This design comes from an exercise in tuning for small area, a short achievable clock period and few clock cycles per item on the open sky130 flow, not from production work.
RTL that was checked went through simulation tests only; none was proved equivalent to the original.
For runs 1 and 3, only the layout was checked, not whether the RTL still works.
No activity file was given, so power comes from the tool's default toggle rates.

[flow/config.mk]
export PLATFORM = sky130hd
export DESIGN_NAME = icache_top
export DESIGN_NICKNAME = icache_top
export VERILOG_FILES = /design/flow/design.v
export SDC_FILE = /design/flow/constraint.sdc
export NUM_CORES = 4
export LEC_CHECK = 0
export CAP_MARGIN = 20
export CORE_MARGIN = 2
export CORE_UTILIZATION = 60
export SETUP_SLACK_MARGIN = 1.9
export SLEW_MARGIN = 20
export SYNTH_HIERARCHICAL = 1
export SYNTH_MINIMUM_KEEP_SIZE = 0
[flow/constraint.sdc]
create_clock -name core_clock -period 4.0 [get_ports {clock_i}]
set_input_delay 0.8000 -clock core_clock [delete_from_list [all_inputs] [get_ports {clock_i}]]
set_output_delay 0.8000 -clock core_clock [all_outputs]
set_load 0.01 [all_outputs]
[flow/design.v]
package icache_pkg;
	localparam int OFFSET_W = 4;
	localparam int INDEX_W  = 4;
	localparam int ADDR_W   = 32;
	localparam int TAG_W    = ADDR_W - INDEX_W - OFFSET_W;
	typedef logic [ADDR_W-1:0]   addr_t;
	typedef logic [TAG_W-1:0]    tag_t;
	typedef logic [INDEX_W-1:0]  index_t;
	typedef logic [OFFSET_W-1:0] offset_t;
	typedef logic [31:0]         word_t;
	typedef struct packed {
		tag_t    tag;
		index_t  index;
		offset_t offset;
	} fetch_addr_t;
	typedef struct packed {
		logic valid;
		tag_t tag;
	} tag_entry_t;
	typedef enum logic [1:0] {
		REFILL_IDLE,
		REFILL_REQUEST,
		REFILL_COLLECT,
		REFILL_COMMIT
	} refill_state_t;
endpackage
module icache_lookup #(
	parameter int W = 1
) (
	input  logic         sel_i,
	input  logic [W-1:0] a_i,
	input  logic [W-1:0] b_i,
	output logic [W-1:0] y_o
);
	assign y_o = sel_i ? b_i : a_i;
endmodule
module icache_hit_check #(
	parameter int LB = 7
) (
	input  logic [29:0]   addr_i,
	input  logic [29:LB]  head_hi_i,
	input  logic [LB-1:0] end_lo_i,
	output logic          seq_o
);
	assign seq_o = (addr_i[LB-1:0] == end_lo_i) && (addr_i[29:LB] == head_hi_i);
endmodule
module icache_data_read (
	input  logic rvalid_i,
	input  logic rdy_i,
	output logic valid_o
);
	assign valid_o = rvalid_i && rdy_i;
endmodule
module icache_req_gate (
	input  logic rvalid_i,
	input  logic ireq_i,
	input  logic ereq_i,
	output logic req_o
);
	assign req_o = ireq_i || (rvalid_i && ereq_i);
endmodule
module icache_top #(
	parameter int OFFSET_W = icache_pkg::OFFSET_W,
	parameter int INDEX_W  = icache_pkg::INDEX_W,
	parameter int TAG_W    = icache_pkg::ADDR_W - INDEX_W - OFFSET_W
) (
	input  logic                  clock_i,
	input  logic                  rst_n_i,
	input  logic                  fetch_i,
	input  icache_pkg::addr_t     fetch_addr_i,
	input  logic                  flush_i,
	output logic                  instr_valid_o,
	output icache_pkg::word_t     instr_o,
	output icache_pkg::addr_t     instr_addr_o,
	output logic                  miss_o,
	output logic                  mem_req_o,
	output icache_pkg::addr_t     mem_line_addr_o,
	input  logic                  mem_rvalid_i,
	input  icache_pkg::word_t     mem_rdata_i
);
	localparam int CAP = 31;
	localparam int LOW = 5;
	logic [4:0]     n_q;      
	logic           busy_q;   
	logic           lm_q;     
	logic           miss_q;
	logic           rdy_q;    
	logic           ireq_q;   
	logic           ereq_q;   
	logic [29:0]    h_q;      
	logic [1:0]     wc_q;     
	logic [LOW-1:0] ml_q;     
	logic [LOW+1:0] el_q;     
	logic           xb_q;     
	logic           seq;
	logic           nz;
	logic           acc;
	logic           last;
	logic           start;
	logic           cont;
	logic           deliver;
	logic           endw;
	logic           req;
	logic           lost;
	logic           fall;
	logic           clr;
	logic [LOW+1:0] h_inc;
	logic [4:0]     n_d;
	logic           busy_d;
	logic           lm_d;
	logic [29:0]    h_d;
	logic [1:0]     wc_d;
	logic           m_d;
	logic           v0_d;
	logic           rdy_d;
	logic           ireq_d;
	logic [LOW+1:0] el_d;
	logic           xb_d;
	logic           miss_d [2];
	assign h_inc = h_q[LOW+1:0] + (LOW+2)'(1);
	icache_hit_check #(.LB(LOW + 2)) i_seq (
		.addr_i    (fetch_addr_i[31:2]),
		.head_hi_i (h_q[29:LOW+2]),
		.end_lo_i  (el_q),
		.seq_o     (seq)
	);
	logic n_ge1;
	logic n_ge2;
	logic n_ge3;
	logic n_ge4;
	logic n_cap;
	logic r_ge1;
	logic r_ge2;
	logic r_ge3;
	assign n_ge1 = n_q != '0;
	assign n_ge2 = n_q > 5'd1;
	assign n_ge3 = n_q > 5'd2;
	assign n_ge4 = n_q > 5'd3;
	assign n_cap = n_q == 5'(CAP - 1);
	assign nz      = n_ge1;
	assign deliver = mem_rvalid_i && rdy_q;
	assign r_ge1   = deliver ? n_ge2 : n_ge1;
	assign r_ge2   = deliver ? n_ge3 : n_ge2;
	assign r_ge3   = deliver ? n_ge4 : n_ge3;
	assign acc     = fetch_i && !miss_q && !flush_i;
	assign last    = !r_ge1;
	assign start   = acc && last;
	assign cont    = acc && !last;
	assign endw    = mem_rvalid_i && (wc_q == 2'd3);
	assign req     = ireq_q || (mem_rvalid_i && ereq_q);
	assign lost    = endw && lm_q && (miss_q ? n_ge2 : n_ge1) && !rdy_q;
	assign fall    = miss_q && !r_ge2;
	assign clr     = flush_i || lost;
	assign busy_d = req || (busy_q && !endw);
	assign lm_d   = !last && (req || (lm_q && !endw));
	assign h_d    = last ? fetch_addr_i[31:2]
		: {h_q[29:LOW+2], deliver ? h_inc : h_q[LOW+1:0]};
	assign wc_d   = req ? 2'd0 : {wc_q[1] ^ (wc_q[0] && mem_rvalid_i), wc_q[0] ^ mem_rvalid_i};
	always_comb
	begin
		if (flush_i || (fall && !lost))
		begin
			n_d = '0;
		end
		else if (lost || start)
		begin
			n_d = 5'd1;
		end
		else if (cont && !deliver)
		begin
			n_d = n_q + 5'd1;
		end
		else if (deliver && !cont)
		begin
			n_d = n_q - 5'd1;
		end
		else
		begin
			n_d = n_q;
		end
	end
	always_comb
	begin
		if (deliver)
		begin
			m_d = 1'b1;
		end
		else if (req)
		begin
			m_d = h_q[1:0] == 2'd0;
		end
		else if (mem_rvalid_i)
		begin
			m_d = h_q[1:0] == wc_q + 2'd1;
		end
		else
		begin
			m_d = h_q[1:0] == wc_q;
		end
	end
	assign el_d = last ? fetch_addr_i[LOW+3:2] + (LOW+2)'(1) : el_q + (LOW+2)'(acc);
	assign xb_d = last ? (&fetch_addr_i[LOW+3:2]) : (xb_q || (acc && (&el_q)));
	assign v0_d   = !clr && (miss_q ? r_ge2 : (acc || r_ge1));
	assign rdy_d  = busy_d && lm_d && v0_d && m_d;
	assign ireq_d = !busy_d && v0_d;
	logic drop0;
	logic drop1;
	logic v1_d;
	logic ereq_d;
	assign drop0 = cont;
	assign drop1 = cont && (n_cap || xb_q);
	assign miss_d[0] = !flush_i && (lost || (miss_q ? !fall : drop0));
	assign miss_d[1] = !flush_i && (lost || (miss_q ? !fall : drop1));
	assign v1_d = !clr && (miss_q ? r_ge3 : r_ge2);
	assign ereq_d = busy_d && (wc_d == 2'd3) && (lm_d ? (rdy_d && v1_d) : v0_d);
	logic miss_pick;
	icache_lookup #(.W(1)) i_pick_miss (
		.sel_i (seq),
		.a_i   (miss_d[0]),
		.b_i   (miss_d[1]),
		.y_o   (miss_pick)
	);
	icache_req_gate i_req_o (
		.rvalid_i (mem_rvalid_i),
		.ireq_i   (ireq_q),
		.ereq_i   (ereq_q),
		.req_o    (mem_req_o)
	);
	icache_data_read i_valid_o (
		.rvalid_i (mem_rvalid_i),
		.rdy_i    (rdy_q),
		.valid_o  (instr_valid_o)
	);
	assign mem_line_addr_o = {h_q[29:LOW+2], ml_q, 4'b0000};
	assign instr_o         = mem_rdata_i;
	assign instr_addr_o    = {h_q, 2'b00};
	assign miss_o          = miss_q;
	always_ff @(posedge clock_i or negedge rst_n_i)
	begin
		if (!rst_n_i)
		begin
			n_q    <= '0;
			busy_q <= 1'b0;
			lm_q   <= 1'b0;
			miss_q <= 1'b0;
			rdy_q  <= 1'b0;
			ireq_q <= 1'b0;
			ereq_q <= 1'b0;
		end
		else
		begin
			miss_q <= miss_pick;
			ereq_q <= ereq_d;
			n_q    <= n_d;
			rdy_q  <= rdy_d;
			ireq_q <= ireq_d;
			busy_q <= busy_d;
			lm_q   <= lm_d;
		end
	end
	always_ff @(posedge clock_i)
	begin
		h_q  <= h_d;
		wc_q <= wc_d;
		ml_q <= h_d[LOW+1:2] + LOW'(lm_d);
		el_q <= el_d;
		xb_q <= xb_d;
	end
endmodule
[flow/flow/run.sh]
#!/bin/bash
# own flow: the standard layout, with port buffers of a plain buffer cell
set -o pipefail
cp standard.sh standard.sh.txt 2>/dev/null
cp config.mk config.mk.txt
export BUFFER_PORTS_ARGS="-buffer_cell sky130_fd_sc_hd__buf_2"
export ADDER_MAP_FILE=
bash standard.sh > standard.log 2>&1
[flow/standard.sh]
#!/bin/bash
# synth_recipe.tcl (not shown) runs the flow's synth.tcl, then flattens the netlist and writes it again
# the make line also repeats each setting of config.mk as NAME=value (left out here)
make -C /OpenROAD-flow-scripts/flow DESIGN_CONFIG=/design/flow/config.mk WORK_HOME=/design/flow/orfs CLKGATE_MAP_FILE= SYNTH_SCRIPT=/design/flow/synth_recipe.tcl "${@:-finish}"
==> metrics.cfg, run 1 <==
[detailed_routing]
first_pass_iters=4
drt.antenna.violating_nets=0
drtIter0Drc=102
num_vias=2418
drt-total-wl_mm=6.62
wl_per_cell_um=14.9
met1_length_mm=2.90
met2WireLength_mm=3.14
drc=0
top_layer=met4
dr_wl_met3_um=509
viasPerCell=5.46

[yosys]
synth_edf_count=25
synth_cell_types=64
synth_seq_cells=56
syn_area_per_cell_um2=10.3
synth_area_leaders=edfxtp_1, buf_4, dfxtp_1, xor2_1, dfrtp_1
synth_top_area_frac=0.220
ys_warn_count=9
syn_inst=330
yosys.area.top_type=edfxtp_1
synthArstFlopShare=0.196
netlist_area_um2=3410
synth_ff_type=edfxtp_1
ys_seq_area_frac=0.419

[setup_path]
crit_arrival_ns=1.24
worstPathCellList=buf_6, a21o_1, buf_2
crit_family=buffers and inverters
crit_path_start_kind=primary input
cp_data_required_time_ns=3.20
cp_max_fo=18
endpoint_kind=primary output
path_buf_inv=2
ff2ff_setup_slack_ns=2.07
slowest_delay_ns=0.18
worst-setup-path-type=in2out
critPathSlowestCell=a21o_1

[clock_network]
clk_latency_ns=0.31
cts-buffers-inserted=5
cts_hold_buf=0
ctsHtreeMaxLevel=2
cts.sinks=56
cts_buffer_depth=2
path_clk_slew_ns=0.10
cts_tree=yes
cts_root_buf=clkbuf_8

[floorplan]
dieArea_um2=6300
initial_core_util=0.619
core_area_um2=5510
io_pins=168
die_width_um=79.4
rows=27
fp.dieH_um=79.4

[power_and_ir_drop]
seq_power_share=0.523
p_sw_w=0.000489
p_per_area_nw_per_um2=413
comb_power_share=0.274
leakagePower_nw=1.53
pwr-share-clk=0.204
p_sw_frac=0.327
peakVddDrop_uv=265
p_int_w=0.00100

[sta]
slew_headroom=0.610
skew_ns=0.00723
finalHoldViolCount=0
clock.fmax_mhz=489
fin_crit_sh=0.511
finalMaxSlewViolations=0
tightest_slew_ns=0.583
rsz0062_at_grt=no
fin_crit_ns=2.04
setup-violations-final=0
setup_tns_ns=0

[global_routing]
grt_pass1_vias=2050
grt_max_degree=35
antenna_found_initial=0
grt_pass1_wl_mm=9.85
track_usage=0.199
grt_overflow=0

[cells_and_area]
nNetsFinal=439
multi_input_area_um2=1480
final_cell_mix=buf_2, xor2_1, edfxtp_1
drive_above_1_share=0.348
final_core_util=0.657
mostFrequentLayoutCell=buf_2
area_delta_synth_final_pct=6.13
antenna_cells=0
fillCellCount=453
seq_area_um2=1430

[status]
status=no timing/DRC/antenna violations

[place]
dp_hpwl_mm=4.98
io_buffers=95
place_congestion=0.815

[hold_path]
hold_path.class=in2async

[job]
cap_violations=0

-- stage by stage --
stage	power (W)	instance area [um^2]	hold WS (ns)	worst slack, ns	std cells
5_1_grt	0.00158	3620	0.360	1.92	443
3_5_place_dp	0.00119	3480	0.501	0.953	433
3_3_place_gp	0.00119	3480	0.504	1.03	433
6_report	0.00149	3620	0.352	1.96	443
4_1_cts	0.00150	3590	0.346	1.91	441
2_1_floorplan	0.00112	3430	0.477	1.91	335
-- Yosys stat by module (local to each module, per instance), a selection --
module / flops+latches / copies in the design / cells inside / area (um^2)
icache_req_gate: 0 / 1 / 1 / 7.51
icache_top: 56 / 1 / 287 / 3050
icache_data_read: 0 / 1 / 1 / 6.26
-- sequential cells by signal (all words and copies together) (netlist names) --
signal  cells
el_q        7
rdy_q       1
miss_q      1
xb_q        1
wc_q        2
h_q        30
ireq_q      1
lm_q        1
busy_q      1
ml_q        5
ereq_q      1
n_q         5
-- kinds of logic (layout without fill, tap and decap cells) --
kind of cell    count (synthesis)  in the layout  share of synthesized area
other cells                     1              6                    0.00110
compound gates                 53             53                      0.116
mux                             5              5                     0.0165
flops                          56             56                      0.418
buf+inv                        74            110                      0.157
xor+xnor                       56             56                      0.144
simple gates                   85             85                      0.147
-- routing by layer --
| metal | GRT usage | up-vias |
|---|---|---|
| met5 | 0 | - |
| met4 | 0.0517 | 0 |
| met3 | 0.0452 | 13 |
| met2 | 0.332 | 105 |
| met1 | 0.264 | 1119 |
| li1 | - | 1181 |
-- path summary, 6_finish.rpt --
check / start / endpoint / depth (start not counted)
min in group core_clock: busy_q / busy_q / 1
max in group asynchronous: rst_n_i / rdy_q / 1
min reg2reg: busy_q / busy_q / 1
max reg2reg: n_q[0] / ml_q[0] / 5
min: rst_n_i / ireq_q / 1
max: mem_rvalid_i / mem_req_o / 3
-- cell usage after synthesis, drive strengths merged (2+ instances only) --
| cell type | count |
|---|---|
| nand2 | 19 |
| o22ai | 2 |
| mux2i | 3 |
| edfxtp | 25 |
| o21ai | 17 |
| nor3 | 4 |
| a21bo | 2 |
| buf | 70 |
| nor2b | 3 |
| xor2 | 32 |
| a21boi | 2 |
| o31ai | 4 |
| or4 | 2 |
| nor2 | 11 |
| inv | 3 |
| a31oi | 4 |
| a21oi | 6 |
| and3 | 5 |
| and2 | 3 |
| xnor2 | 24 |
| a211oi | 4 |
| mux2 | 2 |
| a2111oi | 3 |
| nand3 | 7 |
| nand4 | 8 |
| or3 | 4 |
| nor4 | 7 |
| dfrtp | 11 |
| dfxtp | 20 |
| nand2b | 3 |
-- power groups by stage --
stage | Clock (W) | Combinational [W] | Sequential, W
global route | 0.000330 | 0.000454 | 0.000791
floorplan | 0 | 0.000320 | 0.000798
CTS | 0.000316 | 0.000409 | 0.000779
finish | 0.000304 | 0.000408 | 0.000780
detailed placement | 0 | 0.000402 | 0.000792
global placement | 0 | 0.000398 | 0.000788
-- cell type report --
cell class	instances	share of cell area
Clock buffer	7	0.0211
Clock inverter	1	0.00242
Inverter	4	0.00761
Multi-Input combinational cell	205	0.410
Sequential cell	56	0.394
Tap cell	72	0.0249
Timing Repair Buffer	98	0.139
-- timing repair --
item	CTS	global route
hold endpoints to repair	0	0
setup endpoints to repair	27	15
resized for setup	5	3
setup buffers	0	2
pin swaps	0	2
==> inputs of run 2 (changes only) <==
--- a/flow/design.v
+++ b/flow/design.v
@@ -81,3 +81,3 @@
 	localparam int CAP = 31;
-	localparam int LOW = 5;
+	localparam int LOW = 4;
 	logic [4:0]     n_q;      
--- a/flow/flow/run.sh
+++ b/flow/flow/run.sh
@@ -5,3 +5,3 @@
 cp config.mk config.mk.txt
-export BUFFER_PORTS_ARGS="-buffer_cell sky130_fd_sc_hd__buf_2"
+export BUFFER_PORTS_ARGS="-buffer_cell sky130_fd_sc_hd__buf_1"
 export ADDER_MAP_FILE=
==> metrics.cfg, run 2 <==
[status]
status=no timing/DRC/antenna violations

[setup_path]
critPathSlowestCell=or4b_4
crit_path_start_kind=primary input
cp_max_fo=12
endpoint_kind=register
crit_arrival_ns=2.23
worstPathCellList=buf_12, a21o_4, o211ai_1, o211ai_2, or4b_4, a2111oi_4
worst-setup-path-type=in2reg
cp_data_required_time_ns=4.20
slowest_delay_ns=0.51

[sta]
setup-violations-final=0
slew_headroom=0.579
setup_tns_ns=0
rsz0062_at_grt=no
clock.fmax_mhz=492
setup_slack_ns=1.97
fin_crit_ns=2.03
finalHoldViolCount=0
holdWs_ns=0.478
skew_ns=0.00927
finalMaxSlewViolations=0
fin_crit_sh=0.509
tightest_slew_ns=0.631

[detailed_routing]
drt.antenna.violating_nets=0
drtIter0Drc=101
viasPerCell=5.28
wl_per_cell_um=14.0
first_pass_iters=4
num_vias=2308
drc=0
drt-total-wl_mm=6.11

[yosys]
netlist_area_um2=3210
ys_seq_area_frac=0.435
yosys.area.top_type=edfxtp_1
synth_cell_types=55
ys_top_cells_by_count=buf_4, xor2_1, edfxtp_1
syn_inst=317
synth_area_leaders=edfxtp_1, buf_4, dfxtp_1, dfrtp_1, xor2_1
synth_top_area_frac=0.243
synth_edf_count=26
synthArstFlopShare=0.204
synth_most_common_cell=buf_4
syn_area_per_cell_um2=10.1
synth_seq_cells=54
ys_warn_count=9
synth_ff_type=edfxtp_1

[cells_and_area]
nNetsFinal=435
mostFrequentLayoutCell=buf_1
antenna_cells=0
drive_above_1_share=0.120
largest_reg_flops=30
largestRegisters=h_q (30), el_q (6), n_q (5)
seq_area_um2=1400
fillCellCount=450
multi_input_area_um2=1370
final_cell_mix=buf_1, xor2_1, edfxtp_1
area_delta_synth_final_pct=7.44
final_core_util=0.671
top_register=h_q

[global_routing]
grt_overflow=0
track_usage=0.196
antenna_found_initial=0
grt_pass1_wl_mm=9.43
grt_max_degree=36
grt_pass1_vias=1937

[floorplan]
die_width_um=77.2
io_pins=168
rows=26
initial_core_util=0.625
core_area_um2=5140
dieArea_um2=5950
fp.dieH_um=77.2

[place]
dp_hpwl_mm=4.46
place_congestion=0.894
io_buffers=95
dp_slack_ns=1.15

[clock_network]
cts-buffers-inserted=5
cts_buffer_depth=2
ctsHtreeMaxLevel=2
clk_latency_ns=0.30
cts_hold_buf=0
cts_root_buf=clkbuf_8
path_clk_slew_ns=0.09
cts_tree=yes
cts.sinks=54

[power_and_ir_drop]
leakagePower_nw=1.30
peakVddDrop_uv=287
p_per_area_nw_per_um2=438

[hold_path]
hold_path.class=in2async

[job]
cap_violations=0

-- run 2: changes by cell type after synthesis, moves of 3 or more --
cell | previous run | this run
nand2_1 | 17 | 25
dfxtp_1 | 20 | 17
nand4_1 | 8 | 5
a21o_1 | 1 | 5
buf_4 | 65 | 62
nand3_1 | 7 | 10
xor2_1 | 32 | 29
nor2_1 | 10 | 13
a21oi_1 | 6 | 10
and3_1 | 5 | 2
-- run 2: final cells by class --
type,count,share of cell area
repair buffers,106,0.133
multi-input cells,194,0.398
clock buffers,7,0.0221
inverters,5,0.00762
well taps,70,0.0254
clock inverters,1,0.00871
flip-flops and latches,54,0.406
-- run 2: kinds of logic after synthesis --
group / synth area share
AO/OA/AOI/OAI: 0.0928
XOR/XNOR: 0.147
adder cells (fa/ha/maj): 0.00312
buffers and inverters: 0.165
flip-flops: 0.435
multiplexers: 0.0109
other: 0.00117
AND/OR/NAND/NOR: 0.145
-- run 2: report_power, final --
group | switching [W] | internal (W)
Combinational | 0.000222 | 0.000177
Clock | 0.000167 | 0.000187
Sequential | 0.0000891 | 0.000670
Total | 0.000478 | 0.00103
-- run 2: final timing paths --
check,end,slack (ns),start,cells past startpoint
worst min register to register,n_q[4],0.55,n_q[4],1
min in group core_clock,n_q[4],0.55,n_q[4],1
worst max register to register,ml_q[1],2.02,n_q[2],8
max in group asynchronous,n_q[2],3.08,rst_n_i,1
worst min-delay path,n_q[1],0.48,rst_n_i,1
worst max-delay path,ereq_q,1.97,mem_rvalid_i,6
-- run 2: what timing repair did --
item	CTS	global route
endpoints found under the setup margin	45	35
pin swaps	0	11
hold endpoints to repair	0	0
resized for setup	8	15
buffers inserted	0	10
-- run 2: metrics by stage --
step / total power [W] / instances / area, um^2
after floorplan: 0.00108 / 322 / 3250
after global placement: 0.00112 / 419 / 3180
after detailed placement: 0.00112 / 419 / 3180
after CTS: 0.00148 / 427 / 3310
after global routing: 0.00160 / 437 / 3450
final: 0.00151 / 437 / 3450
-- run 2: layer usage --
metal / global-route usage / share of wire
met5: 0 / 0
met4: 0.0750 / 0.024
met3: 0.0282 / 0.071
met2: 0.292 / 0.46
met1: 0.290 / 0.45
-- run 2: per-module statistics from Yosys (local to each module, per instance), excerpt --
module	cells	area (um^2)	copies in the design
icache_top	274	2850	1
icache_req_gate	1	7.51	1
icache_data_read	1	6.26	1
-- run 2: worst max-delay path: cells and delay by family --
family	cells	cell delay (ns)
AO/OA/AOI/OAI	4	0.79
AND/OR/NAND/NOR	1	0.51
buffers and inverters	1	0.13
Testbench counts of run 2, summed over its fixed seeds: cycles 72,333, items 32,000.
==> inputs of run 3 (changes only) <==
--- a/flow/design.v
+++ b/flow/design.v
@@ -81,3 +81,3 @@
 	localparam int CAP = 31;
-	localparam int LOW = 4;
+	localparam int LOW = 5;
 	logic [4:0]     n_q;      
@@ -91,3 +91,2 @@
 	logic [1:0]     wc_q;     
-	logic [LOW-1:0] ml_q;     
 	logic [LOW+1:0] el_q;     
@@ -233,3 +232,3 @@
 	);
-	assign mem_line_addr_o = {h_q[29:LOW+2], ml_q, 4'b0000};
+	assign mem_line_addr_o = {h_q[29:LOW+2], h_q[LOW+1:2] + LOW'(lm_q), 4'b0000};
 	assign instr_o         = mem_rdata_i;
@@ -264,3 +263,2 @@
 		wc_q <= wc_d;
-		ml_q <= h_d[LOW+1:2] + LOW'(lm_d);
 		el_q <= el_d;
==> metrics.cfg, run 3 <==
[cells_and_area]
area_delta_synth_final_pct=4.96
top_register=h_q
final_cell_mix=buf_1, xor2_1, edfxtp_1
drive_above_1_share=0.0895
largestRegisters=h_q (30), el_q (7), n_q (5)
largest_reg_flops=30
mostFrequentLayoutCell=buf_1
fillCellCount=501
nNetsFinal=448
antenna_cells=0

[clock_network]
clk_latency_ns=0.30
cts_hold_buf=0
cts_tree=yes
path_clk_slew_ns=0.10
cts.sinks=51
cts-buffers-inserted=5
cts_buffer_depth=2
ctsHtreeMaxLevel=2
cts_root_buf=clkbuf_8

[sta]
slew_headroom=0.561
setup_tns_ns=0
tightest_slew_ns=0.654
finalMaxSlewViolations=0
clock.fmax_mhz=486
rsz0062_at_grt=yes
finalHoldViolCount=0
skew_ns=0.00776
setup-violations-final=0
fin_crit_sh=0.514
fin_crit_ns=2.06
holdWs_ns=0.466

[yosys]
synth_ff_type=edfxtp_1
synth_cell_types=52
yosys.area.top_type=edfxtp_1
ys_top_cells_by_count=buf_4, xor2_1, edfxtp_1
syn_inst=335
synth_area_leaders=edfxtp_1, buf_4, xor2_1, dfrtp_1, xnor2_1
synth_edf_count=30
synth_seq_cells=51
synth_most_common_cell=buf_4
ys_seq_area_frac=0.417
netlist_area_um2=3300
ys_warn_count=9
synthArstFlopShare=0.216
syn_area_per_cell_um2=9.86
synth_top_area_frac=0.273

[floorplan]
dieArea_um2=6110
fp.dieH_um=78.2
die_width_um=78.2
io_pins=168
rows=27
core_area_um2=5410
initial_core_util=0.611

[setup_path]
path_buf_inv=1
crit_path_start_kind=register
worstPathCellList=and3_4, nand3_1, xnor2_1, buf_2
crit_family=flip-flops
ff2ff_setup_slack_ns=1.95
cp_data_required_time_ns=3.20
path_depth=4
critPathSlowestCell=edfxtp_1
r2r.worst_path.cells=6
cp_max_fo=3
endpoint_kind=primary output
slowest_delay_ns=0.39
worst-setup-path-type=reg2out
crit_arrival_ns=1.26

[power_and_ir_drop]
peakVddDrop_uv=244
leakagePower_nw=1.29
p_per_area_nw_per_um2=456

[status]
status=no timing/DRC/antenna violations

[detailed_routing]
drt.antenna.violating_nets=0
drc=0
wl_per_cell_um=13.7
drtIter0Drc=70
num_vias=2420
viasPerCell=5.35
first_pass_iters=4
drt-total-wl_mm=6.21

[global_routing]
antenna_found_initial=0
track_usage=0.195
grt_pass1_vias=2102
grt_overflow=0
grt_max_degree=37
grt_pass1_wl_mm=9.67

[place]
io_buffers=95
dp_hpwl_mm=4.64
place_congestion=0.838

[job]
cap_violations=0

[hold_path]
hold_path.class=in2async

## run 3: kinds of logic (layout without fill, tap and decap cells)
kind of cell | count (synthesis) | after routing | share of synthesized area
compound gates | 51 | 51 | 0.0985
xor+xnor | 59 | 59 | 0.156
buf+inv | 76 | 116 | 0.161
flops | 51 | 51 | 0.417
mux | 4 | 4 | 0.0136
other cells | 1 | 6 | 0.00114
simple gates | 93 | 93 | 0.152
## run 3: repair_timing
item,CTS,global route
endpoints found under the setup margin,50,6
pin swaps,2,1
resized for setup,12,3
hold endpoints to repair,0,0
gates cloned,0,0
setup buffers,6,2
## run 3: path summary, 6_finish.rpt
check,end,startpoint
max,mem_line_addr_o[8],h_q[3]
min,n_q[0],rst_n_i
max reg2reg,n_q[4],n_q[2]
min reg2reg,busy_q,busy_q
max in group asynchronous,n_q[1],rst_n_i
min in group core_clock,busy_q,busy_q
## run 3: metal layers
metal	vias up	wire length [um]	global-route usage
li1	1186	-	-
met1	1120	2760	0.248
met2	97	3010	0.345
met3	17	359	0.0368
met4	0	75	0.0474
met5	-	0	0
## run 3: layout make-up
class / instances / area [um^2] / share of cell area
clock buffer: 5 / 68.8 / 0.0199
clock inverter: 3 / 25.0 / 0.00722
inverter: 3 / 27.5 / 0.00794
multi-input combinational: 213 / 1430 / 0.414
sequential: 51 / 1380 / 0.398
tap: 72 / 90.1 / 0.0260
timing repair buffer: 105 / 442 / 0.127
## run 3: modules after synthesis (local to each module, per instance), a selection
module | times used | flops+latches | cells | cell area, um^2
icache_top | 1 | 51 | 292 | 2940
icache_data_read | 1 | 0 | 1 | 6.26
icache_req_gate | 1 | 0 | 1 | 7.51
## run 3: per-stage QoR
step                setup WS, ns  utilization  instances  total power, W  area, um^2
finish                      1.94        0.641        452         0.00158        3470
global route                1.85        0.641        452         0.00168        3470
CTS                         1.90        0.637        450         0.00159        3440
detailed placement          1.13        0.605        436         0.00127        3270
global placement            1.13        0.605        436         0.00126        3270
floorplan                   1.97            -        340         0.00120        3340
## run 3: power breakdown
group / leakage (nW) / switching, W / internal, W
Sequential: 0.539 / 0.000120 / 0.000667
Clock: 0.0443 / 0.000178 / 0.000125
Combinational: 0.705 / 0.000278 / 0.000210
Total: 1.29 / 0.000577 / 0.00100
==> inputs of run 4 (changes only) <==
--- a/flow/design.v
+++ b/flow/design.v
@@ -81,3 +81,3 @@
 	localparam int CAP = 31;
-	localparam int LOW = 5;
+	localparam int LOW = 4;
 	logic [4:0]     n_q;      
==> metrics.cfg, run 4 <==
[floorplan]
io_pins=168
fp.dieH_um=77.4
core_area_um2=5140
dieArea_um2=5990
die_width_um=77.4
initial_core_util=0.629
rows=26

[clock_network]
ctsHtreeMaxLevel=2
clk_latency_ns=0.30
cts_tree=yes
cts-buffers-inserted=5
cts_hold_buf=0
cts_buffer_depth=2
path_clk_slew_ns=0.09
cts.sinks=50
cts_root_buf=clkbuf_8

[sta]
setup_tns_ns=0
fin_crit_sh=0.511
tightest_slew_ns=0.609
skew_ns=0.0106
slew_headroom=0.594
finalMaxSlewViolations=0
clock.fmax_mhz=489
finalHoldViolCount=0
rsz0062_at_grt=yes
setup-violations-final=0
fin_crit_ns=2.05

[setup_path]
cp_max_fo=11
critPathSlowestCell=a21o_1
crit_arrival_ns=1.25
slowest_delay_ns=0.18
crit_path_start_kind=primary input
endpoint_kind=primary output
cp_data_required_time_ns=3.20
worstPathCellList=buf_4, a21o_1, buf_1
path_buf_inv=2
worst-setup-path-type=in2out
crit_family=buffers and inverters

[cells_and_area]
fillCellCount=443
multi_input_area_um2=1360
largest_reg_flops=30
seq_area_um2=1360
mostFrequentLayoutCell=buf_1
final_cell_mix=buf_1, nand2_1, edfxtp_1
drive_above_1_share=0.101
antenna_cells=0
nNetsFinal=435
largestRegisters=h_q (30), el_q (6), n_q (5)
area_delta_synth_final_pct=3.14
top_register=h_q
final_core_util=0.648

[yosys]
synthArstFlopShare=0.220
ys_top_cells_by_count=buf_4, edfxtp_1, nand2_1
synth_cell_types=52
synth_ff_type=edfxtp_1
ys_warn_count=9
synth_seq_cells=50
ys_seq_area_frac=0.420
synth_edf_count=30
synth_area_leaders=edfxtp_1, buf_4, dfrtp_1, xnor2_1, xor2_1
syn_area_per_cell_um2=9.97
syn_inst=324
synth_most_common_cell=buf_4
yosys.area.top_type=edfxtp_1
netlist_area_um2=3230
synth_top_area_frac=0.279

[place]
dp_hpwl_mm=4.48
io_buffers=95
place_congestion=0.885

[power_and_ir_drop]
leakagePower_nw=1.24
peakVddDrop_uv=207
p_per_area_nw_per_um2=410

[detailed_routing]
drt.antenna.violating_nets=0
wl_per_cell_um=13.7
num_vias=2278
drc=0
drtIter0Drc=102
drt-total-wl_mm=5.98
viasPerCell=5.21
first_pass_iters=4

[hold_path]
hold_path.class=in2async

[global_routing]
antenna_found_initial=0
grt_pass1_vias=2037
grt_overflow=0
grt_max_degree=39
grt_pass1_wl_mm=9.47
track_usage=0.197

[job]
cap_violations=0

[status]
status=no timing/DRC/antenna violations

run 4: changes by cell type after synthesis, moves of 3 or more:
cell	change
a21oi_1	+5
a32oi_1	-4
o21ai_0	+5
o21ai_1	-6
clkbuf_1	-5
nand2_1	+3
a31oi_1	-3
and3_1	-3
nor2_1	-4
buf_4	+4
xor2_1	-8
xnor2_1	+5
run 4: cells by family (layout without fill, tap and decap cells):
group           count (synthesis)  in the layout  share of synthesized area
flops                          50             50                      0.420
buf+inv                        77            115                      0.171
xor+xnor                       56             56                      0.152
mux                             5              5                     0.0170
other cells                     1              6                    0.00116
compound gates                 49             49                     0.0991
simple gates                   86             86                      0.140
run 4: timing repair:
action / CTS / global route
buffers inserted: 2 / 4
setup endpoints to repair: 47 / 14
pin swaps: 0 / 1
resized for setup: 5 / 6
run 4: path summary, 6_finish.rpt:
path / start / end / slack [ns] / cells past startpoint
worst max-delay path: mem_rvalid_i / mem_req_o / 1.95 / 3
worst min-delay path: rst_n_i / ireq_q / 0.48 / 1
worst max register to register: n_q[2] / miss_q / 2.08 / 6
worst min register to register: n_q[4] / n_q[4] / 0.54 / 1
max in group asynchronous: rst_n_i / n_q[4] / 3.13 / 1
min in group core_clock: n_q[4] / n_q[4] / 0.54 / 1
run 4: per-layer routing:
layer | part of all wire | global-route usage | wire [um]
met1 | 0.47 | 0.278 | 2810
met2 | 0.45 | 0.303 | 2720
met3 | 0.060 | 0.0430 | 357
met4 | 0.016 | 0.0643 | 95
met5 | 0 | 0 | 0
run 4: power by group:
group	internal, W	switching (W)
clock network	0.000123	0.000171
registers	0.000627	0.0000814
logic	0.000161	0.000203
run 4: per-stage QoR:
step | hold slack, ns | total power (W) | area (um^2) | setup WS (ns) | std cells
6_report | 0.477 | 0.00137 | 3330 | 1.95 | 437
5_1_grt | 0.541 | 0.00144 | 3330 | 1.89 | 437
4_1_cts | 0.498 | 0.00137 | 3280 | 1.90 | 433
3_5_place_dp | 0.510 | 0.00106 | 3170 | 1.15 | 423
3_3_place_gp | 0.508 | 0.00106 | 3170 | 1.16 | 423
2_1_floorplan | 0.469 | 0.00102 | 3250 | 2.01 | 329
run 4: layout make-up:
class | instances | share of cell area
Clock buffer | 5 | 0.0206
Timing Repair Buffer | 103 | 0.127
Multi-Input combinational cell | 202 | 0.407
Tap cell | 70 | 0.0263
Sequential cell | 50 | 0.407
Clock inverter | 3 | 0.00601
Inverter | 4 | 0.00676
run 4: modules after synthesis, one instance, submodules excluded, excerpt:
module	copies in the design	cells	flops+latches	cell area, um^2
icache_top	1	281	50	2870
icache_req_gate	1	1	0	7.51
icache_data_read	1	1	0	6.26
run 4: worst register-to-register path: cells and delay by family, from the launching register on:
kind / cells / cell delay [ns]
simple gates: 3 / 0.75
flops: 1 / 0.45
mux: 1 / 0.27
buf+inv: 1 / 0.21
compound gates: 1 / 0.14
Testbench counts of run 4, summed over its fixed seeds: cycles 72,333, items 32,000.
==> inputs of run 5 (changes only) <==
--- a/flow/config.mk
+++ b/flow/config.mk
@@ -14 +14,2 @@
 export SYNTH_MINIMUM_KEEP_SIZE = 0
+export TNS_END_PERCENT = 10
==> metrics.cfg, run 5 <==
[clock_network]
cts-buffers-inserted=5
cts_hold_buf=0
cts_root_buf=clkbuf_8
clk_latency_ns=0.30
cts_tree=yes
path_clk_slew_ns=0.09
cts.sinks=50
cts_buffer_depth=2
ctsHtreeMaxLevel=2

[setup_path]
endpoint_kind=primary output
crit_path_start_kind=primary input
cp_data_required_time_ns=3.20
crit_arrival_ns=1.27
worst-setup-path-type=in2out
cp_max_fo=11

[cells_and_area]
nNetsFinal=431
top_register=h_q
final_cell_mix=buf_1, nand2_1, edfxtp_1
antenna_cells=0
area_delta_synth_final_pct=1.86
drive_above_1_share=0.0826
final_core_util=0.640
largest_reg_flops=30
mostFrequentLayoutCell=buf_1
largestRegisters=h_q (30), el_q (6), n_q (5)

[yosys]
synth_top_area_frac=0.279
ys_warn_count=9
synth_edf_count=30
synth_seq_cells=50
netlist_area_um2=3230
synth_area_leaders=edfxtp_1, buf_4, dfrtp_1, xnor2_1, xor2_1
yosys.area.top_type=edfxtp_1
syn_area_per_cell_um2=9.97
synth_cell_types=52
syn_inst=324
ys_seq_area_frac=0.420
ys_top_cells_by_count=buf_4, edfxtp_1, nand2_1
synthArstFlopShare=0.220
synth_ff_type=edfxtp_1
synth_most_common_cell=buf_4

[detailed_routing]
viasPerCell=5.22
wl_per_cell_um=13.7
drtIter0Drc=81
num_vias=2259
first_pass_iters=4
drt.antenna.violating_nets=0
drt-total-wl_mm=5.93
drc=0

[sta]
tightest_slew_ns=0.608
setup_slack_ns=1.93
rsz0062_at_grt=yes
slew_headroom=0.595
skew_ns=0.00846
finalMaxSlewViolations=0
fin_crit_sh=0.517
finalHoldViolCount=0
holdWs_ns=0.476
fin_crit_ns=2.07
clock.fmax_mhz=483
setup-violations-final=0
setup_tns_ns=0

[place]
io_buffers=95
dp_slack_ns=1.15
place_congestion=0.885
dp_hpwl_mm=4.48

[power_and_ir_drop]
p_per_area_nw_per_um2=411
leakagePower_nw=1.22
peakVddDrop_uv=207
finalPower_w=0.00135

[floorplan]
initial_core_util=0.629
fp.dieH_um=77.4
core_area_um2=5140
io_pins=168
die_width_um=77.4
dieArea_um2=5990
rows=26

[global_routing]
grt_overflow=0
grt_pass1_vias=2026
grt_pass1_wl_mm=9.43
antenna_found_initial=0
track_usage=0.196
grt_max_degree=39

[status]
status=no timing/DRC/antenna violations

[job]
cap_violations=0

[hold_path]
hold_path.class=in2async

run 5: cell counts after synthesis:
No cell type changed its count.
run 5: layout make-up:
type	instances	area, um^2
Inverter	4	22.5
Sequential cell	50	1360
Clock buffer	5	68.8
Tap cell	70	87.6
Fill cell	447	1850
Timing Repair Buffer	99	392
Clock inverter	3	20.0
Multi-Input combinational cell	202	1350
run 5: Yosys stat by module (local to each module, per instance), excerpt:
module / copies in the design / cells / area (um^2)
icache_top: 1 / 281 / 2870
icache_data_read: 1 / 1 / 6.26
icache_req_gate: 1 / 1 / 7.51
run 5: what timing repair did:
item | CTS | global route
resized for setup | 4 | 4
pin swaps | 0 | 0
setup buffers | 0 | 2
setup endpoints to repair | 47 | 17
run 5: kinds of logic (layout without fill, tap and decap cells):
kind of cell    Yosys count  count (layout)  synth area share
mux                       5               5            0.0170
compound gates           49              49            0.0991
other cells               1               6           0.00116
buf+inv                  77             111             0.171
flops                    50              50             0.420
simple gates             86              86             0.140
xor+xnor                 56              56             0.152
run 5: critical path, stage by stage:
cell and delay (ns):
clkbuf_4 0.17, a21o_1 0.18, buf_1 0.12
run 5: report_power, final:
group,switching (W),total (W),internal [W]
registers,0.0000822,0.000709,0.000627
logic,0.000199,0.000351,0.000152
clock network,0.000170,0.000293,0.000123
total,0.000451,0.00135,0.000902
run 5: routing by layer:
metal / global-route usage / wire length [um] / vias to the layer above
met4: 0.0643 / 95 / 0
met5: 0 / 0 / -
met3: 0.0430 / 375 / 18
met1: 0.279 / 2800 / 1031
li1: - / - / 1123
met2: 0.299 / 2660 / 87
run 5: metrics by stage:
step,instance area (um^2),std cells
3_5_place_dp,3170,423
6_report,3290,433
5_1_grt,3290,433
2_1_floorplan,3250,329
3_3_place_gp,3170,423
4_1_cts,3270,431
run 5: worst paths after layout:
| path | depth (start not counted) | from | to | slack (ns) |
|---|---|---|---|---|
| min in group core_clock | 1 | n_q[4] | n_q[4] | 0.53 |
| hold / removal | 1 | rst_n_i | ireq_q | 0.48 |
| max in group asynchronous | 1 | rst_n_i | n_q[4] | 3.13 |
| setup reg to reg | 6 | n_q[2] | miss_q | 1.97 |
| hold reg to reg | 1 | n_q[4] | n_q[4] | 0.53 |
| setup / recovery | 3 | mem_rvalid_i | mem_req_o | 1.93 |
==> inputs of run 6 (changes only) <==
--- a/flow/config.mk
+++ b/flow/config.mk
@@ -9,3 +9,3 @@
 export CORE_MARGIN = 2
-export CORE_UTILIZATION = 60
+export CORE_UTILIZATION = 66
 export SETUP_SLACK_MARGIN = 1.9
==> metrics.cfg, run 6 <==
[status]
status=no timing/DRC/antenna violations

[detailed_routing]
drt.antenna.violating_nets=0
wl_per_cell_um=14.0
drt-total-wl_mm=6.02
first_pass_iters=4
drc=0
viasPerCell=5.33
num_vias=2285
drtIter0Drc=61

[sta]
skew_ns=0.0104
setup_tns_ns=0
clock.fmax_mhz=480
slew_headroom=0.598
finalHoldViolCount=0
fin_crit_sh=0.521
rsz0062_at_grt=yes
tightest_slew_ns=0.603
fin_crit_ns=2.08
setup-violations-final=0
finalMaxSlewViolations=0

[yosys]
synth_ff_type=edfxtp_1
syn_area_per_cell_um2=9.97
ys_warn_count=9
synth_top_area_frac=0.279
synth_area_leaders=edfxtp_1, buf_4, dfrtp_1, xnor2_1, xor2_1
synth_most_common_cell=buf_4
ys_top_cells_by_count=buf_4, edfxtp_1, nand2_1
syn_inst=324
yosys.area.top_type=edfxtp_1
ys_seq_area_frac=0.420
synth_cell_types=52
synthArstFlopShare=0.220
netlist_area_um2=3230
synth_seq_cells=50
synth_edf_count=30

[global_routing]
grt_pass1_vias=1943
antenna_found_initial=0
grt_max_degree=27
grt_pass1_wl_mm=9.20
track_usage=0.216
grt_overflow=0

[clock_network]
clk_latency_ns=0.31
cts_buffer_depth=2
cts.sinks=50
cts_tree=yes
cts_root_buf=clkbuf_8
path_clk_slew_ns=0.10
ctsHtreeMaxLevel=2
cts-buffers-inserted=5

[setup_path]
cp_max_fo=8
worst-setup-path-type=reg2out
r2r.worst_path.cells=5
cp_data_required_time_ns=3.20
crit_arrival_ns=1.28
ff2ff_setup_slack_ns=1.97
crit_path_start_kind=register
reg2reg_from=n_q[2]
endpoint_kind=primary output
r2r_end=h_q[29]

[cells_and_area]
largest_reg_flops=30
final_cell_mix=buf_1, nand2_1, edfxtp_1
mostFrequentLayoutCell=buf_1
final_core_util=0.694
top_register=h_q
drive_above_1_share=0.0801
area_delta_synth_final_pct=1.43
antenna_cells=0
nNetsFinal=430
largestRegisters=h_q (30), el_q (6), n_q (5)

[power_and_ir_drop]
p_per_area_nw_per_um2=412
leakagePower_nw=1.22
peakVddDrop_uv=221

[floorplan]
dieArea_um2=5470
io_pins=168
fp.dieH_um=74.0
core_area_um2=4720
die_width_um=74.0
rows=25
initial_core_util=0.684

[place]
dp_hpwl_mm=4.58
place_congestion=0.869
io_buffers=95

[job]
cap_violations=0

[hold_path]
hold_path.class=in2async

run 6: area by class of cell:
type | count | area [um^2]
timing repair buffer | 98 | 387
clock inverter | 3 | 21.3
clock buffer | 5 | 68.8
fill | 389 | 1450
sequential | 50 | 1360
tap | 67 | 83.8
multi-input combinational | 202 | 1340
inverter | 4 | 20.0
run 6: stage by stage:
stage	worst slack (ns)	hold slack, ns	total power [W]	instance area (um^2)	cells
after floorplan	2.01	0.469	0.00102	3250	329
after global placement	1.29	0.511	0.00106	3170	420
after detailed placement	1.24	0.521	0.00106	3170	420
after CTS	1.88	0.478	0.00136	3270	428
after global routing	1.82	0.533	0.00143	3280	429
final	1.92	0.468	0.00135	3280	429
run 6: report_power, final:
part / internal [W] / total (W) / switching, W
Clock: 0.000123 / 0.000295 / 0.000172
Combinational: 0.000150 / 0.000346 / 0.000196
Sequential: 0.000627 / 0.000711 / 0.0000843
Total: 0.000900 / 0.00135 / 0.000452
run 6: what timing repair did:
action,CTS,global route
gates resized for setup,4,3
pin swaps,0,1
endpoints found under the setup margin,44,23
buffers inserted,0,1
hold buffers,0,0
run 6: how the worst max path moves through the flow:
stage,depth (start not counted),startpoint,endpoint
after floorplan,8,mem_rvalid_i,h_q[1]
after global placement,6,mem_rvalid_i,h_q[10]
after detailed placement,6,mem_rvalid_i,h_q[8]
after CTS,3,h_q[2],mem_line_addr_o[7]
after global routing,3,h_q[2],mem_line_addr_o[7]
final,3,h_q[2],mem_line_addr_o[7]
run 6: logic make-up (layout without fill, tap and decap cells):
kind of cell	Yosys count	in the layout	share of synthesized area
xor+xnor	56	56	0.152
buf+inv	77	110	0.171
compound gates	49	49	0.0991
mux	5	5	0.0170
flops	50	50	0.420
simple gates	86	86	0.140
other cells	1	6	0.00116
run 6: critical path, stage by stage (launching register included):
cell and delay [ns]:
edfxtp_1 0.52, nand4_1 0.16, xnor2_1 0.15, clkbuf_2 0.15
run 6: modules after synthesis (local to each module, per instance), a selection:
| module | flip-flops and latches | area, um^2 |
|---|---|---|
| icache_req_gate | 0 | 7.51 |
| icache_data_read | 0 | 6.26 |
| icache_top | 50 | 2870 |
run 6: per-layer routing:
layer	global-route usage	vias up	part of all wire
li1	-	1124	-
met2	0.325	84	0.45
met5	0	-	0
met1	0.315	1060	0.47
met3	0.0434	17	0.057
met4	0.0727	0	0.015
==> inputs of run 7 (changes only) <==
--- a/flow/config.mk
+++ b/flow/config.mk
@@ -9,3 +9,5 @@
 export CORE_MARGIN = 2
-export CORE_UTILIZATION = 66
+export CORE_UTILIZATION = 60
+export CTS_CLUSTER_DIAMETER = 150
+export CTS_CLUSTER_SIZE = 60
 export SETUP_SLACK_MARGIN = 1.9
==> metrics.cfg, run 7 <==
[status]
status=no timing/DRC/antenna violations

[yosys]
synth_most_common_cell=buf_4
synth_top_area_frac=0.279
syn_inst=324
ys_seq_area_frac=0.420
syn_area_per_cell_um2=9.97
synth_cell_types=52
synth_seq_cells=50
ys_top_cells_by_count=buf_4, edfxtp_1, nand2_1
netlist_area_um2=3230
synth_edf_count=30
synth_area_leaders=edfxtp_1, buf_4, dfrtp_1, xnor2_1, xor2_1
synth_ff_type=edfxtp_1
synthArstFlopShare=0.220
yosys.area.top_type=edfxtp_1
ys_warn_count=9

[cells_and_area]
top_register=h_q
largestRegisters=h_q (30), el_q (6), n_q (5)
drive_above_1_share=0.0826
nNetsFinal=431
final_cell_mix=buf_1, nand2_1, edfxtp_1
finalInstanceArea_um2=3290
antenna_cells=0
area_delta_synth_final_pct=1.86
mostFrequentLayoutCell=buf_1
largest_reg_flops=30

[global_routing]
grt_pass1_wl_mm=9.43
grt_overflow=0
grt_max_degree=39
grt_pass1_vias=2026
antenna_found_initial=0
track_usage=0.196

[power_and_ir_drop]
p_per_area_nw_per_um2=411
leakagePower_nw=1.22
peakVddDrop_uv=207

[sta]
finalMaxSlewViolations=0
clock.fmax_mhz=483
setup_slack_ns=1.93
slew_headroom=0.595
tightest_slew_ns=0.608
rsz0062_at_grt=yes
setup_tns_ns=0
skew_ns=0.00846
finalHoldViolCount=0
fin_crit_sh=0.517
setup-violations-final=0
fin_crit_ns=2.07

[place]
dp_slack_ns=1.15
place_congestion=0.885
io_buffers=95
dp_hpwl_mm=4.48
dpl-instance-area_um2=3170

[detailed_routing]
drc=0
num_vias=2259
wl_per_cell_um=13.7
drtIter0Drc=81
first_pass_iters=4
drt-total-wl_mm=5.93
viasPerCell=5.22
drt.antenna.violating_nets=0

[setup_path]
crit_family=buffers and inverters
worst-setup-path-type=in2out
worstPathCellList=clkbuf_4, a21o_1, buf_1
crit_arrival_ns=1.27
path_buf_inv=2
cp_data_required_time_ns=3.20
endpoint_kind=primary output
crit_path_start_kind=primary input
cp_max_fo=11
slowest_delay_ns=0.18
critPathSlowestCell=a21o_1

[clock_network]
cts_buffer_depth=2
path_clk_slew_ns=0.09
cts_root_buf=clkbuf_8
cts.sinks=50
clk_latency_ns=0.30
ctsHtreeMaxLevel=2
cts_tree=yes
cts-buffers-inserted=5

[floorplan]
rows=26
io_pins=168
initial_core_util=0.629
dieArea_um2=5990
die_width_um=77.4
core_area_um2=5140
fp.dieH_um=77.4

[hold_path]
hold_path.class=in2async

[job]
cap_violations=0

## run 7: power by group
group	switching, W	internal [W]	total, W
clock	0.000170	0.000123	0.000293
combinational	0.000199	0.000152	0.000351
sequential	0.0000822	0.000627	0.000709
total	0.000451	0.000902	0.00135
## run 7: logic make-up (layout without fill, tap and decap cells)
| logic type | after synthesis | in the layout | share of synthesized area |
|---|---|---|---|
| AND/OR/NAND/NOR | 86 | 86 | 0.140 |
| buffers and inverters | 77 | 111 | 0.171 |
| XOR/XNOR | 56 | 56 | 0.152 |
| flip-flops | 50 | 50 | 0.420 |
| AO/OA/AOI/OAI | 49 | 49 | 0.0991 |
| multiplexers | 5 | 5 | 0.0170 |
| other | 1 | 6 | 0.00116 |
## run 7: per-layer routing
layer / part of all wire / GRT usage
met3: 0.063 / 0.0430
met4: 0.016 / 0.0643
met1: 0.47 / 0.279
met2: 0.45 / 0.299
met5: 0 / 0
## run 7: layout make-up
cell class / count / area (um^2)
Multi-Input combinational cell: 202 / 1350
Timing Repair Buffer: 99 / 392
Clock inverter: 3 / 20.0
Clock buffer: 5 / 68.8
Inverter: 4 / 22.5
Fill cell: 447 / 1850
Tap cell: 70 / 87.6
Sequential cell: 50 / 1360
## run 7: Yosys stat by module, one instance, submodules excluded, a selection
module / cell area [um^2] / flops+latches / cells / times used
icache_req_gate: 7.51 / 0 / 1 / 1
icache_data_read: 6.26 / 0 / 1 / 1
icache_top: 2870 / 50 / 281 / 1
## run 7: repair_timing
item,in CTS,in global routing
hold buffers,0,0
buffers inserted,0,2
gates resized for setup,4,4
setup endpoints to repair,47,17
## run 7: per-stage QoR
stage,util,std cells,total power (W),hold WS (ns)
final,0.640,433,0.00135,0.476
after global routing,0.640,433,0.00143,0.541
after CTS,0.636,431,0.00136,0.498
after detailed placement,0.617,423,0.00106,0.510
after global placement,0.617,423,0.00106,0.508
after floorplan,-,329,0.00102,0.469
## run 7: path summary, 6_finish.rpt
path / startpoint / endpoint / slack, ns / cells past startpoint
max in group asynchronous: rst_n_i / n_q[4] / 3.13 / 1
min reg2reg: n_q[4] / n_q[4] / 0.53 / 1
min: rst_n_i / ireq_q / 0.48 / 1
max reg2reg: n_q[2] / miss_q / 1.97 / 6
min in group core_clock: n_q[4] / n_q[4] / 0.53 / 1
max: mem_rvalid_i / mem_req_o / 1.93 / 3
## run 7: worst register-to-register path, delay by kind of cell (launching register included)
kind	cells	cell delay (ns)
mux	1	0.27
buf+inv	1	0.21
simple gates	3	0.87
flops	1	0.45
compound gates	1	0.13
==> inputs of run 8 (changes only) <==
--- a/flow/config.mk
+++ b/flow/config.mk
@@ -10,5 +10,3 @@
 export CORE_UTILIZATION = 60
-export CTS_CLUSTER_DIAMETER = 150
-export CTS_CLUSTER_SIZE = 60
-export SETUP_SLACK_MARGIN = 1.9
+export SETUP_SLACK_MARGIN = 2.0
 export SLEW_MARGIN = 20
==> metrics.cfg, run 8 <==
[sta]
setup_tns_ns=0
rsz0062_at_grt=yes
finalHoldViolCount=0
slew_headroom=0.591
fin_crit_sh=0.505
skew_ns=0.0109
clock.fmax_mhz=495
fin_crit_ns=2.02
setup-violations-final=0
finalMaxSlewViolations=0
tightest_slew_ns=0.614

[floorplan]
dieArea_um2=5990
rows=26
die_width_um=77.4
initial_core_util=0.629
fp.dieH_um=77.4
core_area_um2=5140
io_pins=168

[status]
status=no timing/DRC/antenna violations

[yosys]
synth_seq_cells=50
syn_area_per_cell_um2=9.97
ys_seq_area_frac=0.420
synth_top_area_frac=0.279
synthArstFlopShare=0.220
synth_cell_types=52
ys_warn_count=9
yosys.area.top_type=edfxtp_1
synth_most_common_cell=buf_4
synth_area_leaders=edfxtp_1, buf_4, dfrtp_1, xnor2_1, xor2_1
synth_edf_count=30
synth_ff_type=edfxtp_1
ys_top_cells_by_count=buf_4, edfxtp_1, nand2_1
syn_inst=324
netlist_area_um2=3230

[detailed_routing]
first_pass_iters=4
drtIter0Drc=101
drc=0
wl_per_cell_um=13.7
viasPerCell=5.23
drt.antenna.violating_nets=0
num_vias=2285
drt-total-wl_mm=5.97

[clock_network]
clk_latency_ns=0.30
cts_root_buf=clkbuf_8
path_clk_slew_ns=0.10
cts_tree=yes
ctsHtreeMaxLevel=2
cts_buffer_depth=2
cts.sinks=50
cts-buffers-inserted=5

[power_and_ir_drop]
peakVddDrop_uv=208
p_per_area_nw_per_um2=409
leakagePower_nw=1.26

[cells_and_area]
top_register=h_q
mostFrequentLayoutCell=buf_1
largest_reg_flops=30
nNetsFinal=435
final_cell_mix=buf_1, nand2_1, edfxtp_1
antenna_cells=0
drive_above_1_share=0.104
area_delta_synth_final_pct=3.56
largestRegisters=h_q (30), el_q (6), n_q (5)
finalInstanceArea_um2=3350

[setup_path]
worst-setup-path-type=reg2out
cp_data_required_time_ns=3.20
crit_path_start_kind=register
crit_arrival_ns=1.22
ff2ff_setup_slack_ns=2.09
cp_max_fo=6
endpoint_kind=primary output

[place]
dp_hpwl_mm=4.48
place_congestion=0.885
dpl-instance-area_um2=3170
io_buffers=95

[job]
cap_violations=0

[hold_path]
hold_path.class=in2async

[global_routing]
grt_overflow=0
grt_max_degree=39
grt_pass1_vias=2052
antenna_found_initial=0
track_usage=0.197
grt_pass1_wl_mm=9.49

## run 8: per-layer routing
layer	global-route usage	up-vias	part of all wire
met4	0.0643	0	0.016
met2	0.303	96	0.46
li1	-	1126	-
met1	0.278	1045	0.46
met3	0.0430	18	0.067
met5	0	-	0
## run 8: Yosys stat by module (local to each module, per instance), excerpt
| module | cells inside | area, um^2 | flops+latches |
|---|---|---|---|
| icache_req_gate | 1 | 7.51 | 0 |
| icache_top | 281 | 2870 | 50 |
| icache_data_read | 1 | 6.26 | 0 |
## run 8: final timing paths
kind	from	endpoint	depth (start not counted)
hold / removal	rst_n_i	ireq_q	1
max in group asynchronous	rst_n_i	n_q[4]	1
min in group core_clock	n_q[4]	n_q[4]	1
hold reg to reg	n_q[4]	n_q[4]	1
setup / recovery	h_q[2]	mem_line_addr_o[7]	3
setup reg to reg	n_q[2]	miss_q	6
## run 8: power breakdown
| group | switching (W) | internal (W) |
|---|---|---|
| Sequential | 0.0000823 | 0.000627 |
| Clock | 0.000172 | 0.000123 |
| Combinational | 0.000201 | 0.000163 |
## run 8: per-stage QoR
stage	util	std cells	setup slack, ns	total power, W	hold WS (ns)
finish	0.651	437	1.98	0.00137	0.478
global route	0.651	437	1.90	0.00144	0.541
CTS	0.647	435	1.98	0.00137	0.498
detailed placement	0.617	423	1.15	0.00106	0.510
global placement	0.617	423	1.16	0.00106	0.508
floorplan	-	329	2.01	0.00102	0.469
## run 8: cells by family after synthesis
family / Yosys count / synth area share
compound gates: 49 / 0.0991
xor+xnor: 56 / 0.152
buf+inv: 77 / 0.171
flops: 50 / 0.420
mux: 5 / 0.0170
other cells: 1 / 0.00116
simple gates: 86 / 0.140
## run 8: what timing repair did
item | in CTS | in global routing
pin swaps | 0 | 1
hold buffers | 0 | 0
endpoints found under the hold margin | 0 | 0
buffers inserted | 4 | 2
setup endpoints to repair | 54 | 6
resized for setup | 14 | 1
## run 8: layout make-up
| cell class | instances | area (um^2) |
|---|---|---|
| fillers | 444 | 1790 |
| multi-input cells | 202 | 1360 |
| flip-flops and latches | 50 | 1360 |
| repair buffers | 103 | 433 |
| well taps | 70 | 87.6 |
| clock buffers | 5 | 68.8 |
| inverters | 4 | 22.5 |
| clock inverters | 3 | 20.0 |
## run 8: worst max-delay path, stage by stage, from the launching register on
cell,delay [ns]
edfxtp_1,0.47
nand4_1,0.13
xnor2_1,0.16
buf_2,0.15
==> inputs of run 9 (changes only) <==
--- a/flow/config.mk
+++ b/flow/config.mk
@@ -10,3 +10,3 @@
 export CORE_UTILIZATION = 60
-export SETUP_SLACK_MARGIN = 2.0
+export SETUP_SLACK_MARGIN = 1.95
 export SLEW_MARGIN = 20
==> metrics.cfg, run 9 <==
[status]
status=no timing/DRC/antenna violations

[global_routing]
grt_pass1_vias=2026
grt_overflow=0
track_usage=0.196
met2_usage=0.299
met1_usage=0.279
grt_pass1_wl_mm=9.46
antenna_found_initial=0
grtUsageMet3=0.0430
grt_max_degree=39
busiest_layer=met2

[clock_network]
cts_tree=yes
path_clk_slew_ns=0.09
cts_hold_buf=0
ctsHtreeMaxLevel=2
cts_buffer_depth=2
cts-buffers-inserted=5
clk_latency_ns=0.30
cts.sinks=50
cts_root_buf=clkbuf_8

[detailed_routing]
drc=0
drtIter0Drc=81
num_vias=2259
drt-total-wl_mm=5.93
wl_per_cell_um=13.7
drt.antenna.violating_nets=0
viasPerCell=5.22
first_pass_iters=4

[sta]
holdWs_ns=0.476
finalHoldViolCount=0
finalMaxSlewViolations=0
fin_crit_ns=2.07
fin_crit_sh=0.517
tightest_slew_ns=0.608
clock.fmax_mhz=483
skew_ns=0.00846
slew_headroom=0.595
setup-violations-final=0
rsz0062_at_grt=yes
setup_tns_ns=0

[setup_path]
setup.worst_path.start=mem_rvalid_i
critPathSlowestCell=a21o_1
cp_max_fo=11
worst-setup-path-type=in2out
crit_end=mem_req_o
crit_path_start_kind=primary input
endpoint_kind=primary output
worstPathCellList=clkbuf_4, a21o_1, buf_1
cp_data_required_time_ns=3.20
ff2ff_setup_slack_ns=1.97
crit_arrival_ns=1.27
slowest_delay_ns=0.18
reg2reg_from=n_q[2]
r2r.worst_path.cells=6
r2r_end=miss_q

[yosys]
ys_warn_count=9
synth_ff_type=edfxtp_1
synth_most_common_cell=buf_4
ys_seq_area_frac=0.420
syn_inst=324
synth_edf_count=30
syn_area_per_cell_um2=9.97
synth_area_leaders=edfxtp_1, buf_4, dfrtp_1, xnor2_1, xor2_1
synth_top_area_frac=0.279
synth_cell_types=52
yosys.area.top_type=edfxtp_1
synthArstFlopShare=0.220
netlist_area_um2=3230
ys_top_cells_by_count=buf_4, edfxtp_1, nand2_1
synth_seq_cells=50

[cells_and_area]
top_register=h_q
largestRegisters=h_q (30), el_q (6), n_q (5)
antenna_cells=0
largest_reg_flops=30
nNetsFinal=431
area_delta_synth_final_pct=1.86
final_cell_mix=buf_1, nand2_1, edfxtp_1
mostFrequentLayoutCell=buf_1
drive_above_1_share=0.0826

[power_and_ir_drop]
peakVddDrop_uv=207
p_per_area_nw_per_um2=411
leakagePower_nw=1.22

[floorplan]
fp.dieH_um=77.4
dieArea_um2=5990
die_width_um=77.4
rows=26
initial_core_util=0.629
core_area_um2=5140
io_pins=168

[hold_path]
hold_path.class=in2async

[place]
place_congestion=0.885
dp_hpwl_mm=4.48
io_buffers=95

[job]
cap_violations=0

==> run 9: logic make-up (layout without fill, tap and decap cells) <==
kind of cell,after synthesis,count (layout),synth area share
muxes,5,5,0.0170
and+or+nand+nor,86,86,0.140
DFF,50,50,0.420
other,1,6,0.00116
buffers and inverters,77,111,0.171
xor gates and xnor gates,56,56,0.152
AOI/OAI and AO/OA,49,49,0.0991
==> run 9: worst min path at each step <==
stage | startpoint | to | slack (ns) | cells after the start
floorplan | xb_q | xb_q | 0.47 | 2
global placement | n_q[4] | n_q[4] | 0.51 | 1
detailed placement | n_q[4] | n_q[4] | 0.51 | 1
CTS | rst_n_i | ireq_q | 0.50 | 1
global route | rst_n_i | ireq_q | 0.54 | 1
finish | rst_n_i | ireq_q | 0.48 | 1
==> run 9: worst max-delay path: cells and delay by family <==
| kind | cells | cell delay (ns) |
|---|---|---|
| AO/OA/AOI/OAI | 1 | 0.18 |
| buffers and inverters | 2 | 0.29 |
==> run 9: modules after synthesis, one instance, submodules excluded, excerpt <==
module,flops+latches,area (um^2),cells
icache_req_gate,0,7.51,1
icache_top,50,2870,281
icache_data_read,0,6.26,1
==> run 9: through the flow <==
stage               utilization  setup WS [ns]  std cells  instance area [um^2]  power [W]
floorplan                     -           2.01        329                  3250    0.00102
global placement          0.617           1.16        423                  3170    0.00106
detailed placement        0.617           1.15        423                  3170    0.00106
CTS                       0.636           1.89        431                  3270    0.00136
global route              0.640           1.86        433                  3290    0.00143
finish                    0.640           1.93        433                  3290    0.00135
==> run 9: area by class of cell <==
| cell class | instances | area [um^2] |
|---|---|---|
| Fill cell | 447 | 1850 |
| Sequential cell | 50 | 1360 |
| Multi-Input combinational cell | 202 | 1350 |
| Timing Repair Buffer | 99 | 392 |
| Tap cell | 70 | 87.6 |
| Clock buffer | 5 | 68.8 |
| Inverter | 4 | 22.5 |
| Clock inverter | 3 | 20.0 |
==> run 9: power breakdown <==
group	total [W]	internal [W]	switching, W
Combinational	0.000351	0.000152	0.000199
Sequential	0.000709	0.000627	0.0000822
Clock	0.000293	0.000123	0.000170
Total	0.00135	0.000902	0.000451
==> run 9: layer usage <==
layer,part of all wire,up-vias
li1,-,1123
met1,0.47,1031
met2,0.45,87
met3,0.063,18
met4,0.016,0
met5,0,-
==> run 9: repair_timing <==
item	in CTS	in global routing
pin swaps	0	0
gates resized for setup	5	3
cloned	0	0
buffers inserted	0	2
endpoints found under the setup margin	54	17

## what the ideal ports hide
How much do the figures lean on ideal ports? The routed layouts below were timed once more, with nothing changed but the port constraints. Step 1 sets driving cells, clkbuf_16 on the clock port and buf_2 on the other inputs (assumed; they add their load-dependent delay and slew). Step 2 moves the port delays by t, midway between the first and last clock arrival at a register: inputs arrive t later, outputs are due t later. That takes back most of the time a late clock gives input paths. a / b / c = no drivers / after step 1 / after step 2; a / b = the first two.
| run | shift t [ns] | slack for setup (ns) | latest minus earliest clock arrival (ns) |
|---|---|---|---|
| run 1 | 0.325 | 1.957 / 1.926 / 1.687 | 0.009 / 0.009 |
| run 2 | 0.322 | 1.965 / 1.926 / 1.618 | 0.010 / 0.009 |
| run 3 | 0.323 | 1.943 / 1.919 / 1.682 | 0.008 / 0.008 |
| run 4 | 0.327 | 1.954 / 1.929 / 1.694 | 0.010 / 0.011 |
| run 5 | 0.326 | 1.930 / 1.909 / 1.688 | 0.008 / 0.009 |
| run 6 | 0.327 | 1.917 / 1.891 / 1.617 | 0.010 / 0.010 |
| run 7 | 0.326 | 1.930 / 1.909 / 1.688 | 0.008 / 0.009 |
| run 8 | 0.327 | 1.981 / 1.949 / 1.701 | 0.011 / 0.011 |
| run 9 | 0.326 | 1.930 / 1.909 / 1.688 | 0.008 / 0.009 |
After both steps setup and hold are still met in every run listed. The setup slack of run 2, which loses most, moves by -0.039 ns with the drivers and by -0.347 ns with both steps.
